What follows belongs to an exercise in optimizing a design on an open flow for small area, a short achievable clock period and few clock cycles per item; a production flow would make more cautious choices. At most, simulation tests tie the RTL to the original design; equivalence was not proved. The RTL of run 2 was laid out without a check of its function. Power and IR drop assume default switching activity.

==> flow/design.v, too long to show whole: its modules and the start of the top module <==
// module cbp_cfg: 146 lines
// module cbp_mul: 708 lines
// module cbp_addr: 547 lines
// module cbp_add32: 262 lines
// module color_bar_pattern_pixel_generator_unit: 223 lines
module color_bar_pattern_pixel_generator_unit
#(
    parameter int MAX_RESOLUTION = 2048
) (
    input  logic                  aclk,
    input  logic                  aresetn,
    input  logic                  cfg_valid,
    output logic                  cfg_ready,
    input  logic [CFG_IDX_W-1:0]  cfg_index,
    input  logic [CFG_DATA_W-1:0] cfg_data,
    input  logic                  s_axis_tvalid,
    output logic                  s_axis_tready,
    input  logic [S_TDATA_W-1:0]  s_axis_tdata,   
    output logic                  m_axis_tvalid,
    input  logic                  m_axis_tready,
    output logic [M_TDATA_W-1:0]  m_axis_tdata,   
    output logic [M_TUSER_W-1:0]  m_axis_tuser    
);
  // ...
==> flow/run.sh <==
#!/bin/bash
# synth_recipe.tcl (not shown) runs the flow's synth.tcl, then flattens the netlist and writes it again
# the make line also repeats each setting of config.mk as NAME=value (left out here)
make -C /OpenROAD-flow-scripts/flow DESIGN_CONFIG=/design/flow/config.mk WORK_HOME=/design/flow/orfs CLKGATE_MAP_FILE= SYNTH_SCRIPT=/design/flow/synth_recipe.tcl finish
==> flow/config.mk <==
export PLATFORM = sky130hd
export DESIGN_NAME = color_bar_pattern_pixel_generator_unit
export DESIGN_NICKNAME = color_bar_pattern_pixel_generator_unit
export VERILOG_FILES = /design/flow/design.v
export SDC_FILE = /design/flow/constraint.sdc
export NUM_CORES = 4
export LEC_CHECK = 0
export CAP_MARGIN = 20
export CORE_MARGIN = 2
export CORE_UTILIZATION = 40
export PLACE_DENSITY = 0.6
export SETUP_SLACK_MARGIN = 3.0
export SLEW_MARGIN = 20
==> flow/constraint.sdc <==
create_clock -name core_clock -period 8.0 [get_ports {aclk}]
set_input_delay 1.6000 -clock core_clock [delete_from_list [all_inputs] [get_ports {aclk}]]
set_output_delay 1.6000 -clock core_clock [all_outputs]
set_load 0.01 [all_outputs]
==> results.json, run 1 <==
{
  "seqPwrFrac": 0.331,
  "worst-slew-pin-transition_ns": 1.09,
  "synth-simple-area-share": 0.147,
  "syn_inst": 5440,
  "routedWlPerCell_um": 21.7,
  "post_cts_resized": 198,
  "status": "finished clean",
  "grt_util_met2": 0.379,
  "final_area_um2": 57300,
  "required_ns": 8.44,
  "grt_first_pass_wirelength_um": 243000,
  "finalPower_mw": 9.22,
  "p_per_area_nw_per_um2": 161,
  "p_sw_mw": 3.14,
  "wirelength_um": 159000,
  "core.rowCount": 128,
  "design.seq.count": 491,
  "register_area_um2": 12500,
  "synthAdderAreaFrac": 0.230,
  "finish.utilization": 0.470,
  "path_common_cell": "buf_6",
  "fin_nets": 6472,
  "synthArstFlopShare": 0,
  "worstHoldEndpoint": "s2_x_reg[4]",
  "ys_types": 92,
  "synth_top_cell_by_area": "edfxtp_1",
  "synth_commonest_cells": "ha_1, nand2_1, inv_1, nor2_1, o21ai_0",
  "p_seq_mw": 3.05,
  "synth_mux_area_frac": 0.0867,
  "buffer_area_frac": 0.0592,
  "synth_xor_area_frac": 0.0449,
  "core_region_area_um2": 122000,
  "grt_max_degree": 113,
  "multi_input_area_share": 0.618,
  "taps": 1625,
  "seq_share": 0.218,
  "syn_area_um2": 49100
}
Testbench counts, summed over its fixed seeds: cycles 32,672, items 32,000.
==> module cbp_cfg, before the edit <==
module cbp_cfg
#(
    parameter int MAX_RESOLUTION = 2048
) (
    input  logic                  aclk,
    input  logic                  aresetn,
    input  logic                  cfg_valid,
    output logic                  cfg_ready,
    input  logic [CFG_IDX_W-1:0]  cfg_index,
    input  logic [CFG_DATA_W-1:0] cfg_data,
    output logic                  ready,      
    output logic [RES_W-1:0]      rw,         
    output logic [RES_W-1:0]      rh,         
    output logic [RES_W+1:0]      rw3,        
    output logic [RES_W+1:0]      rh3,        
    output logic [14:0]           xlb,        
    output logic [16:0]           xlb3,       
    output logic [9:0]            step3,      
    output logic [3:0]            bytes,      
    output logic [GRID_W-1:0]     grid,
    output logic [COLOR_W-1:0]    first,
    output logic [STEP_W-1:0]     step,
    output logic                  indexed,
    output logic [BPP_W-1:0]      bpp,
    output logic [LAYOUT_W-1:0]   layout
);
    localparam int CNT_W = $clog2(RES_W + 1);
    logic [RES_W-1:0]    xl_reg;       
    logic [RES_W-1:0]    yl_reg;
    logic [GRID_W-1:0]   grid_reg;
    logic [COLOR_W-1:0]  first_reg;
    logic [STEP_W-1:0]   step_reg;
    logic                index_reg;
    logic [BPP_W-1:0]    bpp_reg;
    logic [LAYOUT_W-1:0] layout_reg;
    logic                pend_reg;
    logic                busy_reg;
    logic                idle_reg;
    logic [CNT_W-1:0]    cnt_reg;
    logic [RES_W-1:0]    dvdw_reg;
    logic [RES_W-1:0]    dvdh_reg;
    logic [GRID_W-1:0]   remw_reg;
    logic [GRID_W-1:0]   remh_reg;
    logic [RES_W+1:0]    rw3_reg;
    logic [RES_W+1:0]    rh3_reg;
    logic [3:0]          bytes_reg;
    logic [14:0]         xlb_reg;
    logic [16:0]         xlb3_reg;
    logic [9:0]          step3_reg;
    logic                wr_reg;
    logic                cfg_wr;
    logic [RES_W-1:0]    res_lim;
    logic [GRID_W:0]     trial_w;
    logic [GRID_W:0]     trial_h;
    logic                ge_w;
    logic                ge_h;
    assign cfg_ready = 1'b1;
    assign cfg_wr    = cfg_valid;
    assign res_lim = (cfg_data[RES_W-1:0] > RES_W'(MAX_RESOLUTION)) ?
                     RES_W'(MAX_RESOLUTION) : cfg_data[RES_W-1:0];
    assign trial_w = {remw_reg, dvdw_reg[RES_W-1]};
    assign trial_h = {remh_reg, dvdh_reg[RES_W-1]};
    assign ge_w    = trial_w >= {1'b0, grid_reg};
    assign ge_h    = trial_h >= {1'b0, grid_reg};
    always_ff @(posedge aclk) begin
        if (!aresetn) begin
            xl_reg     <= X_RES_RST;
            yl_reg     <= Y_RES_RST;
            grid_reg   <= GRID_RST;
            first_reg  <= FIRST_RST;
            step_reg   <= STEP_RST;
            index_reg  <= INDEX_RST;
            bpp_reg    <= BPP_RST;
            layout_reg <= LAYOUT_RST;
            pend_reg   <= 1'b1;
            busy_reg   <= 1'b0;
            idle_reg   <= 1'b0;
            wr_reg     <= 1'b0;
        end else begin
            wr_reg   <= cfg_wr;
            idle_reg <= !pend_reg && !busy_reg;
            if (pend_reg) begin
                pend_reg <= 1'b0;
                busy_reg <= 1'b1;
            end else if (busy_reg) begin
                busy_reg <= cnt_reg != CNT_W'(1);
            end
            if (cfg_wr) begin
                case (cfg_index)
                    4'd0: xl_reg     <= res_lim;
                    4'd1: yl_reg     <= res_lim;
                    4'd2: grid_reg   <= cfg_data[GRID_W-1:0];
                    4'd3: first_reg  <= cfg_data[COLOR_W-1:0];
                    4'd4: step_reg   <= cfg_data[STEP_W-1:0];
                    4'd5: index_reg  <= cfg_data[0];
                    4'd6: bpp_reg    <= cfg_data[BPP_W-1:0];
                    4'd7: layout_reg <= cfg_data[LAYOUT_W-1:0];
                    default: ;
                endcase
                if (cfg_index[3:2] == 2'b00 && cfg_index[1:0] != 2'b11) begin
                    pend_reg <= 1'b1;
                    busy_reg <= 1'b0;
                    idle_reg <= 1'b0;
                end
            end
        end
    end
    always_ff @(posedge aclk) begin
        if (pend_reg) begin
            cnt_reg  <= CNT_W'(RES_W);
            dvdw_reg <= xl_reg;
            dvdh_reg <= yl_reg;
            remw_reg <= '0;
            remh_reg <= '0;
        end else if (busy_reg) begin
            cnt_reg  <= cnt_reg - CNT_W'(1);
            dvdw_reg <= {dvdw_reg[RES_W-2:0], ge_w};
            dvdh_reg <= {dvdh_reg[RES_W-2:0], ge_h};
            remw_reg <= ge_w ? GRID_W'(trial_w - {1'b0, grid_reg}) : trial_w[GRID_W-1:0];
            remh_reg <= ge_h ? GRID_W'(trial_h - {1'b0, grid_reg}) : trial_h[GRID_W-1:0];
        end
    end
    always_ff @(posedge aclk) begin
        rw3_reg   <= {2'b0, dvdw_reg} + {1'b0, dvdw_reg, 1'b0};
        rh3_reg   <= {2'b0, dvdh_reg} + {1'b0, dvdh_reg, 1'b0};
        bytes_reg <= 4'(({1'b0, bpp_reg} + 7'd7) >> 3);
        xlb_reg   <= 15'(bytes_reg) * 15'(xl_reg);
        xlb3_reg  <= {2'b0, xlb_reg} + {1'b0, xlb_reg, 1'b0};
        step3_reg <= {2'b0, step_reg} + {1'b0, step_reg, 1'b0};
    end
    assign ready   = !pend_reg && !busy_reg && idle_reg && !wr_reg;
    assign rw      = dvdw_reg;
    assign rh      = dvdh_reg;
    assign rw3     = rw3_reg;
    assign rh3     = rh3_reg;
    assign xlb     = xlb_reg;
    assign xlb3    = xlb3_reg;
    assign step3   = step3_reg;
    assign bytes   = bytes_reg;
    assign grid    = grid_reg;
    assign first   = first_reg;
    assign step    = step_reg;
    assign indexed = index_reg;
    assign bpp     = bpp_reg;
    assign layout  = layout_reg;
endmodule
==> module color_bar_pattern_pixel_generator_unit, before the edit <==
module color_bar_pattern_pixel_generator_unit
#(
    parameter int MAX_RESOLUTION = 2048
) (
    input  logic                  aclk,
    input  logic                  aresetn,
    input  logic                  cfg_valid,
    output logic                  cfg_ready,
    input  logic [CFG_IDX_W-1:0]  cfg_index,
    input  logic [CFG_DATA_W-1:0] cfg_data,
    input  logic                  s_axis_tvalid,
    output logic                  s_axis_tready,
    input  logic [S_TDATA_W-1:0]  s_axis_tdata,   
    output logic                  m_axis_tvalid,
    input  logic                  m_axis_tready,
    output logic [M_TDATA_W-1:0]  m_axis_tdata,   
    output logic [M_TUSER_W-1:0]  m_axis_tuser    
);
    logic              cfg_ok;
    logic [RES_W-1:0]  rw, rh;
    logic [RES_W+1:0]  rw3, rh3;
    logic [14:0]       xlb;
    logic [16:0]       xlb3;
    logic [9:0]        step3;
    logic [3:0]        bytes;
    logic [7:0]        grid;
    logic [31:0]       first;
    logic [7:0]        step;
    logic              indexed;
    logic [5:0]        bpp;
    logic [29:0]       layout;
    cbp_cfg #(
        .MAX_RESOLUTION(MAX_RESOLUTION)
    ) u_cfg (
        .aclk      (aclk),
        .aresetn   (aresetn),
        .cfg_valid (cfg_valid),
        .cfg_ready (cfg_ready),
        .cfg_index (cfg_index),
        .cfg_data  (cfg_data),
        .ready     (cfg_ok),
        .rw        (rw),
        .rh        (rh),
        .rw3       (rw3),
        .rh3       (rh3),
        .xlb       (xlb),
        .xlb3      (xlb3),
        .step3     (step3),
        .bytes     (bytes),
        .grid      (grid),
        .first     (first),
        .step      (step),
        .indexed   (indexed),
        .bpp       (bpp),
        .layout    (layout)
    );
    logic en;
    logic accept;
    logic out_v_reg;
    assign en            = !out_v_reg || m_axis_tready;
    assign s_axis_tready = cfg_ok && en;
    assign accept        = s_axis_tvalid && s_axis_tready;
    function automatic logic [12:0] div4(input logic [10:0] r, input logic [11:0] d,
                                         input logic [13:0] d3, input int s);
        logic [24:0] m1, m2, m3;
        logic [11:0] u1, u2, u3;
        logic        g1, g2, g3;
        m1 = 25'(d) << s;
        m2 = 25'(d) << (s + 1);
        m3 = 25'(d3) << s;
        u1 = {1'b0, r} - {1'b0, m1[10:0]};
        u2 = {1'b0, r} - {1'b0, m2[10:0]};
        u3 = {1'b0, r} - {1'b0, m3[10:0]};
        g1 = !u1[11] && (m1[24:11] == '0);
        g2 = !u2[11] && (m2[24:11] == '0);
        g3 = !u3[11] && (m3[24:11] == '0);
        if (g3)      div4 = {2'd3, u3[10:0]};
        else if (g2) div4 = {2'd2, u2[10:0]};
        else if (g1) div4 = {2'd1, u1[10:0]};
        else         div4 = {2'd0, r};
    endfunction
    logic [PIX_W-1:0] in_x, in_y;
    logic             in_drawn;
    logic [12:0]      sx7, sy7, sx5, sy5;
    assign in_x     = s_axis_tdata[PIX_W-1:0];
    assign in_y     = s_axis_tdata[2*PIX_W-1:PIX_W];
    function automatic logic over(input logic [10:0] v, input logic [11:0] d);
        over = (d[11:3] == '0) && ({1'b0, v[10:8]} >= d[3:0]);
    endfunction
    assign in_drawn = !over(in_x, rw) && !over(in_y, rh);
    assign sx7      = div4(in_x, rw, rw3, 6);
    assign sy7      = div4(in_y, rh, rh3, 6);
    assign sx5      = div4(sx7[10:0], rw, rw3, 4);
    assign sy5      = div4(sy7[10:0], rh, rh3, 4);
    logic             s1_v_reg, s1_dr_reg;
    logic [PIX_W-1:0] s1_x_reg, s1_y_reg;
    logic [PIX_W-1:4] s1_rx_reg, s1_ry_reg;    
    logic [3:0]       s1_qx_reg, s1_qy_reg;
    always_ff @(posedge aclk) begin
        if (!aresetn) s1_v_reg <= 1'b0;
        else if (en)  s1_v_reg <= accept;
    end
    always_ff @(posedge aclk) begin
        if (en) begin
            s1_dr_reg <= in_drawn;
            s1_x_reg  <= in_x;
            s1_y_reg  <= in_y;
            s1_rx_reg <= sx5[10:4];
            s1_ry_reg <= sy5[10:4];
            s1_qx_reg <= {sx7[12:11], sx5[12:11]};
            s1_qy_reg <= {sy7[12:11], sy5[12:11]};
        end
    end
    logic [12:0] sx3, sy3, sx1, sy1;
    assign sx3 = div4({s1_rx_reg, s1_x_reg[3:0]}, rw, rw3, 2);
    assign sy3 = div4({s1_ry_reg, s1_y_reg[3:0]}, rh, rh3, 2);
    assign sx1 = div4(sx3[10:0], rw, rw3, 0);
    assign sy1 = div4(sy3[10:0], rh, rh3, 0);
    logic             s2_v_reg, s2_dr_reg;
    logic [PIX_W-1:0] s2_x_reg, s2_y_reg;
    logic [7:0]       s2_col_reg, s2_row_reg;
    always_ff @(posedge aclk) begin
        if (!aresetn) s2_v_reg <= 1'b0;
        else if (en)  s2_v_reg <= s1_v_reg;
    end
    always_ff @(posedge aclk) begin
        if (en) begin
            s2_dr_reg  <= s1_dr_reg && ({s1_qx_reg, sx3[12:11], sx1[12:11]} < grid) &&
                          ({s1_qy_reg, sy3[12:11], sy1[12:11]} < grid);
            s2_x_reg   <= s1_x_reg;
            s2_y_reg   <= s1_y_reg;
            s2_col_reg <= s1_v_reg ? {s1_qx_reg, sx3[12:11], sx1[12:11]} : grid;
            s2_row_reg <= {s1_qy_reg, sy3[12:11], sy1[12:11]};
        end
    end
    logic [15:0] gmul_reg;    
    logic [17:0] gmul3_reg;   
    logic [15:0] pr, pg;
    logic [23:0] sum, addr;
    cbp_mul u_mul (
        .col  (s2_col_reg),
        .row  (s2_row_reg),
        .step (step),
        .step3(step3),
        .g    (gmul_reg),
        .g3   (gmul3_reg),
        .pr   (pr),
        .pg   (pg),
        .sum  (sum)
    );
    cbp_addr u_addr (
        .x     (s2_x_reg),
        .y     (s2_y_reg),
        .xlb   (xlb),
        .xlb3  (xlb3),
        .bytes (bytes),
        .addr  (addr)
    );
    always_ff @(posedge aclk) begin
        if (en && !s2_v_reg) gmul_reg <= indexed ? pr : 16'(step);
        gmul3_reg <= {2'b0, gmul_reg} + {1'b0, gmul_reg, 1'b0};
    end
    logic        s3_v_reg, s3_dr_reg;
    logic [15:0] s3_pr_reg, s3_pg_reg;
    logic [23:0] s3_sum_reg, s3_addr_reg;
    always_ff @(posedge aclk) begin
        if (!aresetn) s3_v_reg <= 1'b0;
        else if (en)  s3_v_reg <= s2_v_reg;
    end
    always_ff @(posedge aclk) begin
        if (en) begin
            s3_dr_reg   <= s2_dr_reg;
            s3_pr_reg   <= pr;
            s3_pg_reg   <= pg;
            s3_sum_reg  <= sum;
            s3_addr_reg <= addr;
        end
    end
    function automatic logic [31:0] fmask(input logic [4:0] pos, input logic [4:0] size,
                                          input logic [5:0] lim);
        logic [5:0] top;
        top = {1'b0, pos} + {1'b0, size};
        for (int i = 0; i < 32; i++) begin
            fmask[i] = (5'(i) >= pos) && (6'(i) < top) && (6'(i) < lim);
        end
    endfunction
    logic [31:0] mbpp, mr, mg, mb;
    logic [4:0]  posb;
    always_comb begin
        for (int i = 0; i < 32; i++) begin
            mbpp[i] = 6'(i) < bpp;
        end
    end
    assign mr   = indexed ? 32'b0 : fmask(layout[4:0], layout[9:5], bpp);
    assign mg   = indexed ? 32'b0 : fmask(layout[14:10], layout[19:15], bpp);
    assign mb   = indexed ? mbpp : fmask(layout[24:20], layout[29:25], bpp);
    assign posb = indexed ? 5'd0 : layout[24:20];
    logic [31:0] cr, cg, cb, color, ar, ag, ab;
    cbp_add32 u_ar (.a(first), .b(32'(s3_pr_reg) << layout[4:0]),   .s(ar));
    cbp_add32 u_ag (.a(first), .b(32'(s3_pg_reg) << layout[14:10]), .s(ag));
    cbp_add32 u_ab (.a(first), .b(32'(s3_sum_reg) << posb),         .s(ab));
    assign cr    = ar & mr;
    assign cg    = ag & mg;
    assign cb    = ab & mb;
    assign color = (cr | cg | cb) & {32{s3_dr_reg}};
    logic              o_dr_reg;
    logic [31:0]       o_color_reg;
    logic [ADDR_W-1:0] o_addr_reg;
    always_ff @(posedge aclk) begin
        if (!aresetn) out_v_reg <= 1'b0;
        else if (en)  out_v_reg <= s3_v_reg;
    end
    always_ff @(posedge aclk) begin
        if (en) begin
            o_dr_reg    <= s3_dr_reg;
            o_color_reg <= color;
            o_addr_reg  <= s3_addr_reg & {ADDR_W{s3_dr_reg}};
        end
    end
    assign m_axis_tvalid = out_v_reg;
    assign m_axis_tdata  = {o_addr_reg, o_color_reg};
    assign m_axis_tuser  = o_dr_reg;
endmodule
==> run 2, diff against run 1 <==
--- a/flow/design.v
+++ b/flow/design.v
@@ -35,8 +35,6 @@
     output logic                  ready,      
     output logic [RES_W-1:0]      rw,         
     output logic [RES_W-1:0]      rh,         
-    output logic [RES_W+1:0]      rw3,        
-    output logic [RES_W+1:0]      rh3,        
     output logic [14:0]           xlb,        
     output logic [16:0]           xlb3,       
     output logic [9:0]            step3,      
@@ -59,14 +57,11 @@
     logic [LAYOUT_W-1:0] layout_reg;
     logic                pend_reg;
     logic                busy_reg;
-    logic                idle_reg;
     logic [CNT_W-1:0]    cnt_reg;
     logic [RES_W-1:0]    dvdw_reg;
     logic [RES_W-1:0]    dvdh_reg;
     logic [GRID_W-1:0]   remw_reg;
     logic [GRID_W-1:0]   remh_reg;
-    logic [RES_W+1:0]    rw3_reg;
-    logic [RES_W+1:0]    rh3_reg;
     logic [3:0]          bytes_reg;
     logic [14:0]         xlb_reg;
     logic [16:0]         xlb3_reg;
@@ -98,11 +93,9 @@
             layout_reg <= LAYOUT_RST;
             pend_reg   <= 1'b1;
             busy_reg   <= 1'b0;
-            idle_reg   <= 1'b0;
             wr_reg     <= 1'b0;
         end else begin
             wr_reg   <= cfg_wr;
-            idle_reg <= !pend_reg && !busy_reg;
             if (pend_reg) begin
                 pend_reg <= 1'b0;
                 busy_reg <= 1'b1;
@@ -124,7 +117,6 @@
                 if (cfg_index[3:2] == 2'b00 && cfg_index[1:0] != 2'b11) begin
                     pend_reg <= 1'b1;
                     busy_reg <= 1'b0;
-                    idle_reg <= 1'b0;
                 end
             end
         end
@@ -145,18 +137,14 @@
         end
     end
     always_ff @(posedge aclk) begin
-        rw3_reg   <= {2'b0, dvdw_reg} + {1'b0, dvdw_reg, 1'b0};
-        rh3_reg   <= {2'b0, dvdh_reg} + {1'b0, dvdh_reg, 1'b0};
         bytes_reg <= 4'(({1'b0, bpp_reg} + 7'd7) >> 3);
         xlb_reg   <= 15'(bytes_reg) * 15'(xl_reg);
         xlb3_reg  <= {2'b0, xlb_reg} + {1'b0, xlb_reg, 1'b0};
         step3_reg <= {2'b0, step_reg} + {1'b0, step_reg, 1'b0};
     end
-    assign ready   = !pend_reg && !busy_reg && idle_reg && !wr_reg;
+    assign ready   = !pend_reg && !busy_reg && !wr_reg;
     assign rw      = dvdw_reg;
     assign rh      = dvdh_reg;
-    assign rw3     = rw3_reg;
-    assign rh3     = rh3_reg;
     assign xlb     = xlb_reg;
     assign xlb3    = xlb3_reg;
     assign step3   = step3_reg;
@@ -1706,7 +1694,6 @@
 );
     logic              cfg_ok;
     logic [RES_W-1:0]  rw, rh;
-    logic [RES_W+1:0]  rw3, rh3;
     logic [14:0]       xlb;
     logic [16:0]       xlb3;
     logic [9:0]        step3;
@@ -1729,8 +1716,6 @@
         .ready     (cfg_ok),
         .rw        (rw),
         .rh        (rh),
-        .rw3       (rw3),
-        .rh3       (rh3),
         .xlb       (xlb),
         .xlb3      (xlb3),
         .step3     (step3),
@@ -1748,42 +1733,31 @@
     assign en            = !out_v_reg || m_axis_tready;
     assign s_axis_tready = cfg_ok && en;
     assign accept        = s_axis_tvalid && s_axis_tready;
-    function automatic logic [12:0] div4(input logic [10:0] r, input logic [11:0] d,
-                                         input logic [13:0] d3, input int s);
-        logic [24:0] m1, m2, m3;
-        logic [11:0] u1, u2, u3;
-        logic        g1, g2, g3;
-        m1 = 25'(d) << s;
-        m2 = 25'(d) << (s + 1);
-        m3 = 25'(d3) << s;
-        u1 = {1'b0, r} - {1'b0, m1[10:0]};
-        u2 = {1'b0, r} - {1'b0, m2[10:0]};
-        u3 = {1'b0, r} - {1'b0, m3[10:0]};
-        g1 = !u1[11] && (m1[24:11] == '0);
-        g2 = !u2[11] && (m2[24:11] == '0);
-        g3 = !u3[11] && (m3[24:11] == '0);
-        if (g3)      div4 = {2'd3, u3[10:0]};
-        else if (g2) div4 = {2'd2, u2[10:0]};
-        else if (g1) div4 = {2'd1, u1[10:0]};
-        else         div4 = {2'd0, r};
+    function automatic logic [11:0] div2(input logic [10:0] r, input logic [11:0] d,
+                                         input int s);
+        logic [23:0] m;
+        logic [11:0] u;
+        m = 24'(d) << s;
+        u = {1'b0, r} - {1'b0, m[10:0]};
+        if (!u[11] && (m[23:11] == '0)) div2 = {1'b1, u[10:0]};
+        else                            div2 = {1'b0, r};
     endfunction
     logic [PIX_W-1:0] in_x, in_y;
     logic             in_drawn;
-    logic [12:0]      sx7, sy7, sx5, sy5;
+    logic [11:0]      sx7, sy7, sx6, sy6;
     assign in_x     = s_axis_tdata[PIX_W-1:0];
     assign in_y     = s_axis_tdata[2*PIX_W-1:PIX_W];
     function automatic logic over(input logic [10:0] v, input logic [11:0] d);
         over = (d[11:3] == '0) && ({1'b0, v[10:8]} >= d[3:0]);
     endfunction
     assign in_drawn = !over(in_x, rw) && !over(in_y, rh);
-    assign sx7      = div4(in_x, rw, rw3, 6);
-    assign sy7      = div4(in_y, rh, rh3, 6);
-    assign sx5      = div4(sx7[10:0], rw, rw3, 4);
-    assign sy5      = div4(sy7[10:0], rh, rh3, 4);
+    assign sx7      = div2(in_x, rw, 7);
+    assign sy7      = div2(in_y, rh, 7);
+    assign sx6      = div2(sx7[10:0], rw, 6);
+    assign sy6      = div2(sy7[10:0], rh, 6);
     logic             s1_v_reg, s1_dr_reg;
-    logic [PIX_W-1:0] s1_x_reg, s1_y_reg;
-    logic [PIX_W-1:4] s1_rx_reg, s1_ry_reg;    
-    logic [3:0]       s1_qx_reg, s1_qy_reg;
+    logic [PIX_W-1:0] s1_x_reg, s1_y_reg, s1_rx_reg, s1_ry_reg;
+    logic [1:0]       s1_qx_reg, s1_qy_reg;
     always_ff @(posedge aclk) begin
         if (!aresetn) s1_v_reg <= 1'b0;
         else if (en)  s1_v_reg <= accept;
@@ -1793,32 +1767,61 @@
             s1_dr_reg <= in_drawn;
             s1_x_reg  <= in_x;
             s1_y_reg  <= in_y;
-            s1_rx_reg <= sx5[10:4];
-            s1_ry_reg <= sy5[10:4];
-            s1_qx_reg <= {sx7[12:11], sx5[12:11]};
-            s1_qy_reg <= {sy7[12:11], sy5[12:11]};
+            s1_rx_reg <= sx6[10:0];
+            s1_ry_reg <= sy6[10:0];
+            s1_qx_reg <= {sx7[11], sx6[11]};
+            s1_qy_reg <= {sy7[11], sy6[11]};
         end
     end
-    logic [12:0] sx3, sy3, sx1, sy1;
-    assign sx3 = div4({s1_rx_reg, s1_x_reg[3:0]}, rw, rw3, 2);
-    assign sy3 = div4({s1_ry_reg, s1_y_reg[3:0]}, rh, rh3, 2);
-    assign sx1 = div4(sx3[10:0], rw, rw3, 0);
-    assign sy1 = div4(sy3[10:0], rh, rh3, 0);
+    logic [11:0] sx5, sy5, sx4, sy4, sx3, sy3;
+    assign sx5 = div2(s1_rx_reg, rw, 5);
+    assign sy5 = div2(s1_ry_reg, rh, 5);
+    assign sx4 = div2(sx5[10:0], rw, 4);
+    assign sy4 = div2(sy5[10:0], rh, 4);
+    assign sx3 = div2(sx4[10:0], rw, 3);
+    assign sy3 = div2(sy4[10:0], rh, 3);
     logic             s2_v_reg, s2_dr_reg;
-    logic [PIX_W-1:0] s2_x_reg, s2_y_reg;
-    logic [7:0]       s2_col_reg, s2_row_reg;
+    logic [PIX_W-1:0] s2_x_reg, s2_y_reg, s2_rx_reg, s2_ry_reg;
+    logic [4:0]       s2_qx_reg, s2_qy_reg;
     always_ff @(posedge aclk) begin
         if (!aresetn) s2_v_reg <= 1'b0;
         else if (en)  s2_v_reg <= s1_v_reg;
     end
     always_ff @(posedge aclk) begin
         if (en) begin
-            s2_dr_reg  <= s1_dr_reg && ({s1_qx_reg, sx3[12:11], sx1[12:11]} < grid) &&
-                          ({s1_qy_reg, sy3[12:11], sy1[12:11]} < grid);
-            s2_x_reg   <= s1_x_reg;
-            s2_y_reg   <= s1_y_reg;
-            s2_col_reg <= s1_v_reg ? {s1_qx_reg, sx3[12:11], sx1[12:11]} : grid;
-            s2_row_reg <= {s1_qy_reg, sy3[12:11], sy1[12:11]};
+            s2_dr_reg <= s1_dr_reg;
+            s2_x_reg  <= s1_x_reg;
+            s2_y_reg  <= s1_y_reg;
+            s2_rx_reg <= sx3[10:0];
+            s2_ry_reg <= sy3[10:0];
+            s2_qx_reg <= {s1_qx_reg, sx5[11], sx4[11], sx3[11]};
+            s2_qy_reg <= {s1_qy_reg, sy5[11], sy4[11], sy3[11]};
+        end
+    end
+    logic [11:0] sx2, sy2, sx1, sy1, sx0, sy0;
+    logic [7:0]  col, row;
+    assign sx2 = div2(s2_rx_reg, rw, 2);
+    assign sy2 = div2(s2_ry_reg, rh, 2);
+    assign sx1 = div2(sx2[10:0], rw, 1);
+    assign sy1 = div2(sy2[10:0], rh, 1);
+    assign sx0 = div2(sx1[10:0], rw, 0);
+    assign sy0 = div2(sy1[10:0], rh, 0);
+    assign col = {s2_qx_reg, sx2[11], sx1[11], sx0[11]};
+    assign row = {s2_qy_reg, sy2[11], sy1[11], sy0[11]};
+    logic             s3_v_reg, s3_dr_reg;
+    logic [PIX_W-1:0] s3_x_reg, s3_y_reg;
+    logic [7:0]       s3_col_reg, s3_row_reg;
+    always_ff @(posedge aclk) begin
+        if (!aresetn) s3_v_reg <= 1'b0;
+        else if (en)  s3_v_reg <= s2_v_reg;
+    end
+    always_ff @(posedge aclk) begin
+        if (en) begin
+            s3_dr_reg  <= s2_dr_reg && (col < grid) && (row < grid);
+            s3_x_reg   <= s2_x_reg;
+            s3_y_reg   <= s2_y_reg;
+            s3_col_reg <= s2_v_reg ? col : grid;
+            s3_row_reg <= row;
         end
     end
     logic [15:0] gmul_reg;    
@@ -1826,8 +1829,8 @@
     logic [15:0] pr, pg;
     logic [23:0] sum, addr;
     cbp_mul u_mul (
-        .col  (s2_col_reg),
-        .row  (s2_row_reg),
+        .col  (s3_col_reg),
+        .row  (s3_row_reg),
         .step (step),
         .step3(step3),
         .g    (gmul_reg),
@@ -1837,31 +1840,31 @@
         .sum  (sum)
     );
     cbp_addr u_addr (
-        .x     (s2_x_reg),
-        .y     (s2_y_reg),
+        .x     (s3_x_reg),
+        .y     (s3_y_reg),
         .xlb   (xlb),
         .xlb3  (xlb3),
         .bytes (bytes),
         .addr  (addr)
     );
     always_ff @(posedge aclk) begin
-        if (en && !s2_v_reg) gmul_reg <= indexed ? pr : 16'(step);
+        if (en && !s3_v_reg) gmul_reg <= indexed ? pr : 16'(step);
         gmul3_reg <= {2'b0, gmul_reg} + {1'b0, gmul_reg, 1'b0};
     end
-    logic        s3_v_reg, s3_dr_reg;
-    logic [15:0] s3_pr_reg, s3_pg_reg;
-    logic [23:0] s3_sum_reg, s3_addr_reg;
+    logic        s4_v_reg, s4_dr_reg;
+    logic [15:0] s4_pr_reg, s4_pg_reg;
+    logic [23:0] s4_sum_reg, s4_addr_reg;
     always_ff @(posedge aclk) begin
-        if (!aresetn) s3_v_reg <= 1'b0;
-        else if (en)  s3_v_reg <= s2_v_reg;
+        if (!aresetn) s4_v_reg <= 1'b0;
+        else if (en)  s4_v_reg <= s3_v_reg;
     end
     always_ff @(posedge aclk) begin
         if (en) begin
-            s3_dr_reg   <= s2_dr_reg;
-            s3_pr_reg   <= pr;
-            s3_pg_reg   <= pg;
-            s3_sum_reg  <= sum;
-            s3_addr_reg <= addr;
+            s4_dr_reg   <= s3_dr_reg;
+            s4_pr_reg   <= pr;
+            s4_pg_reg   <= pg;
+            s4_sum_reg  <= sum;
+            s4_addr_reg <= addr;
         end
     end
     function automatic logic [31:0] fmask(input logic [4:0] pos, input logic [4:0] size,
@@ -1884,25 +1887,25 @@
     assign mb   = indexed ? mbpp : fmask(layout[24:20], layout[29:25], bpp);
     assign posb = indexed ? 5'd0 : layout[24:20];
     logic [31:0] cr, cg, cb, color, ar, ag, ab;
-    cbp_add32 u_ar (.a(first), .b(32'(s3_pr_reg) << layout[4:0]),   .s(ar));
-    cbp_add32 u_ag (.a(first), .b(32'(s3_pg_reg) << layout[14:10]), .s(ag));
-    cbp_add32 u_ab (.a(first), .b(32'(s3_sum_reg) << posb),         .s(ab));
+    cbp_add32 u_ar (.a(first), .b(32'(s4_pr_reg) << layout[4:0]),   .s(ar));
+    cbp_add32 u_ag (.a(first), .b(32'(s4_pg_reg) << layout[14:10]), .s(ag));
+    cbp_add32 u_ab (.a(first), .b(32'(s4_sum_reg) << posb),         .s(ab));
     assign cr    = ar & mr;
     assign cg    = ag & mg;
     assign cb    = ab & mb;
-    assign color = (cr | cg | cb) & {32{s3_dr_reg}};
+    assign color = (cr | cg | cb) & {32{s4_dr_reg}};
     logic              o_dr_reg;
     logic [31:0]       o_color_reg;
     logic [ADDR_W-1:0] o_addr_reg;
     always_ff @(posedge aclk) begin
         if (!aresetn) out_v_reg <= 1'b0;
-        else if (en)  out_v_reg <= s3_v_reg;
+        else if (en)  out_v_reg <= s4_v_reg;
     end
     always_ff @(posedge aclk) begin
         if (en) begin
-            o_dr_reg    <= s3_dr_reg;
+            o_dr_reg    <= s4_dr_reg;
             o_color_reg <= color;
-            o_addr_reg  <= s3_addr_reg & {ADDR_W{s3_dr_reg}};
+            o_addr_reg  <= s4_addr_reg & {ADDR_W{s4_dr_reg}};
         end
     end
     assign m_axis_tvalid = out_v_reg;
--- a/flow/config.mk
+++ b/flow/config.mk
@@ -9,5 +9,5 @@
 export CORE_MARGIN = 2
 export CORE_UTILIZATION = 40
 export PLACE_DENSITY = 0.6
-export SETUP_SLACK_MARGIN = 3.0
+export SETUP_SLACK_MARGIN = 2.5
 export SLEW_MARGIN = 20
==> run 2 against run 1 <==
Net effect: still clean; clock skew is 0.0034 ns higher; worst hold slack got worse by 0.0056 ns; worst setup slack got worse by 0.83 ns; first-iteration DRC count down 20%; critical path depth is 6 higher; combinational power is 17% lower; wire length shrank 7.0%; sequential share of layout area is 2.7 points higher; global-route usage down 0.17 points; register-to-register slack worse by 0.83 ns; critical endpoint is now s3_dr_reg.
==> results.json, run 2 <==
{
  "critPathLaunchType": "flop",
  "die_y_um": 344,
  "final_area_um2": 53700,
  "status": "finished clean",
  "ant_nets": 0,
  "fin_crit_ns": 6.38,
  "grt_antenna_before_repair": 8,
  "drtPass1Iterations": 5,
  "cts_made_buffers": 60,
  "syn_to_final_growth_pct": 16.3,
  "start_util": 0.404,
  "p_leak_nw": 23.7,
  "cap_violations": 0,
  "path_depth": 32,
  "ys_warn_count": 2,
  "syn-num-nets": 5768,
  "num_vias": 38700,
  "hold_violations": 0,
  "path_common_cell": "o21ai_1",
  "fin_setup_tns_ns": 0,
  "fin_nets": 5961,
  "grt_max_degree": 83,
  "worst-slew-pin-transition_ns": 1.17,
  "synthArstFlopShare": 0,
  "htreeDepth": 2,
  "avgSynthCellArea_um2": 9.15,
  "fp.dieW_um": 344,
  "ff2ff_path_depth": 32,
  "yosys.cell_count.top_type": "nand2_1",
  "gr-usage-all-layers": 0.245,
  "post_dp_cell_area_um2": 49100,
  "final.period_utilization": 0.797,
  "endpoint": "s3_dr_reg",
  "wirelength_um": 148000,
  "synth_top_area_share": 0.197,
  "timing.rr.end": "s3_dr_reg",
  "synth_seq_area_share": 0.284,
  "grt_first_pass_wirelength_um": 224000,
  "drive_above_1_share": 0.149,
  "ys.flop_type": "edfxtp_1",
  "critical-path-top-delay-family": "compound AO/OA/AOI/OAI gates",
  "die_area_um2": 118000,
  "synth_edf_count": 303,
  "rsz0062_at_grt": "yes",
  "arrival_ns": 6.94,
  "core_region_area_um2": 114000,
  "clock_skew_ns": 0.0787,
  "cts_sinks": 504,
  "reg2reg_from": "u_cfg.dvdh_reg[1]",
  "cp_max_fo": 5,
  "clockBufferDepth": 3,
  "slowest_delay_ns": 0.41,
  "final_cell_mix": "nand2_1, ha_1, inv_1",
  "grt_overflow": 0,
  "syn_area_um2": 46200,
  "synthTopCellsByArea": "edfxtp_1, ha_1, fa_1",
  "hpwl_um": 111000,
  "core.rowCount": 124,
  "fmax_mhz": 157,
  "clk_latency_ns": 0.72,
  "ys_ff_latch": 504,
  "setup_viol": 0,
  "slew_viol_final": 0,
  "reg2reg_slack_ns": 1.62,
  "via_per_inst": 5.69,
  "portBuffers": 121,
  "max-slew-margin-rel": 0.197,
  "worstSetupPathType": "reg -> reg",
  "clk_pin_slew_worst_paths_ns": 0.07,
  "p_per_area_nw_per_um2": 160,
  "required_ns": 8.57,
  "crit_buf_inv": 2,
  "syn_inst": 5044,
  "place_congestion": 1.01,
  "clock-root-buffer": "clkbuf_16",
  "n_fill_cell": 10800,
  "startpoint": "u_cfg.dvdh_reg[1]",
  "ys_types": 89,
  "layout_commonest_cell": "nand2_1",
  "cts_tree": "built",
  "slowest_stage": "edfxtp_1",
  "hold_path.class": "reg -> reg",
  "grt_pass1_vias": 37000,
  "synth_top_cell_by_area": "edfxtp_1",
  "ir_worst_vdd_mv": 0.197,
  "routedWlPerCell_um": 21.7,
  "dr.first_iter.drc_count": 3312,
  "synth_commonest_cells": "nand2_1, ha_1, inv_1, nor2_1, edfxtp_1",
  "drc": 0,
  "end_kind": "flop",
  "io_pins": 125
}
run 2: changes by cell type in the layout (fill, tap and decap cells not counted), sizes merged, moves of 18 or more:
cell / change
o21ai: -36
or2: -18
o211ai: -22
mux4: -23
nand3: -35
dfxtp: -28
xnor2: -23
mux2: +36
inv: -71
a21oi: -35
edfxtp: +41
mux2i: -30
ha: -102
run 2: area by class of cell:
cell class	count	area, µm²	area share
timing repair buffer	381	3390	0.0632
inverter	386	1460	0.0272
antenna	1	2.50	0.0000466
multi-input combinational	3904	31700	0.590
tap	1512	1890	0.0352
clock buffer	73	1640	0.0306
sequential	504	13100	0.245
clock inverter	40	463	0.00862
run 2: worst reg2reg max path: cells and delay by family (launching register included):
| family | cells | cell delay, ns |
|---|---|---|
| multiplexers | 2 | 0.52 |
| adder cells (fa/ha/maj) | 3 | 0.83 |
| flip-flops | 1 | 0.41 |
| AO/OA/AOI/OAI | 21 | 3.45 |
| buffers and inverters | 2 | 0.36 |
| AND/OR/NAND/NOR | 4 | 0.65 |
run 2: how the worst min path moves through the flow:
stage | end | cells past startpoint | from | slack, ns
3_3_place_gp | s3_y_reg[10] | 0 | s2_y_reg[10] | 0.40
3_5_place_dp | s2_ry_reg[0] | 0 | s1_y_reg[0] | 0.40
4_1_cts | s2_qx_reg[3] | 0 | s1_qx_reg[0] | 0.42
2_1_floorplan | u_cfg.step3_reg[0] | 0 | u_cfg.step_reg[0] | 0.35
6_report | s3_y_reg[9] | 0 | s2_y_reg[9] | 0.42
5_1_grt | s3_y_reg[4] | 0 | s2_y_reg[4] | 0.42
run 2: kinds of logic after synthesis:
family,share of synthesized area
XOR/XNOR,0.0463
multiplexers,0.0832
AND/OR/NAND/NOR,0.143
adder cells (fa/ha/maj),0.214
buffers and inverters,0.0520
AO/OA/AOI/OAI,0.177
other,0.0000812
flip-flops,0.284
run 2: where the power goes:
group	switching (mW)	internal [mW]
combinational	1.35	1.22
clock	1.22	1.70
sequential	0.140	2.96
run 2: per-layer routing:
metal / part of all wire / global-route usage / wire, µm / vias up
met4: 0.037 / 0.0810 / 5420 / 6
met2: 0.44 / 0.382 / 65100 / 1194
li1: - / - / - / 18300
met1: 0.46 / 0.347 / 68300 / 18900
met5: 0.00026 / 0 / 39 / -
met3: 0.060 / 0.0354 / 8880 / 278
run 2: repair_timing:
item | CTS | global route
gates cloned | 3 | 2
setup endpoints to repair | 56 | 40
pin swaps | 45 | 65
hold buffers | 0 | 0
buffers inserted | 136 | 52
resized for setup | 113 | 119
run 2: stage by stage:
step | setup WS (ns) | instances | hold WS, ns | utilization | power [mW]
global placement | 1.06 | 6494 | 0.401 | 0.429 | 5.24
detailed placement | 1.05 | 6494 | 0.405 | 0.430 | 5.28
global route | 1.29 | 6800 | 0.425 | 0.470 | 9.04
finish | 1.62 | 6801 | 0.416 | 0.470 | 8.59
CTS | 1.77 | 6746 | 0.418 | 0.462 | 8.51
floorplan | 1.65 | 5044 | 0.354 | - | 4.66

[separate check: timing with driven ports]
The flow's constraints put no driver on any port. The routed layouts listed below were extracted and timed again, unchanged, in two steps. Step 1 (the two cells are an assumption about what drives the block):
set clk [get_ports {aclk}]
set_driving_cell -lib_cell sky130_fd_sc_hd__clkbuf_16 $clk
set_driving_cell -lib_cell sky130_fd_sc_hd__buf_2 [delete_from_list [all_inputs] $clk]
Step 2, shift: input delay + t, output delay - t, t = (earliest + latest rising clock arrival at the registers) / 2. This alone moves slack from input paths to output paths. Slacks: ideal / step 1 / step 2; pairs: ideal / step 1.
| run | shift t [ns] | setup slack, ns | clock arrival spread, ns |
|---|---|---|---|
| run 1 | 0.741 | 2.454 / 2.454 / 2.423 | 0.082 / 0.082 |
| run 2 | 0.750 | 1.623 / 1.623 / 1.623 | 0.082 / 0.082 |
After both steps every run listed still meets setup and hold. For run 1, which loses most, drivers alone change the setup slack by 0.000 ns; drivers and shift together by -0.031 ns.
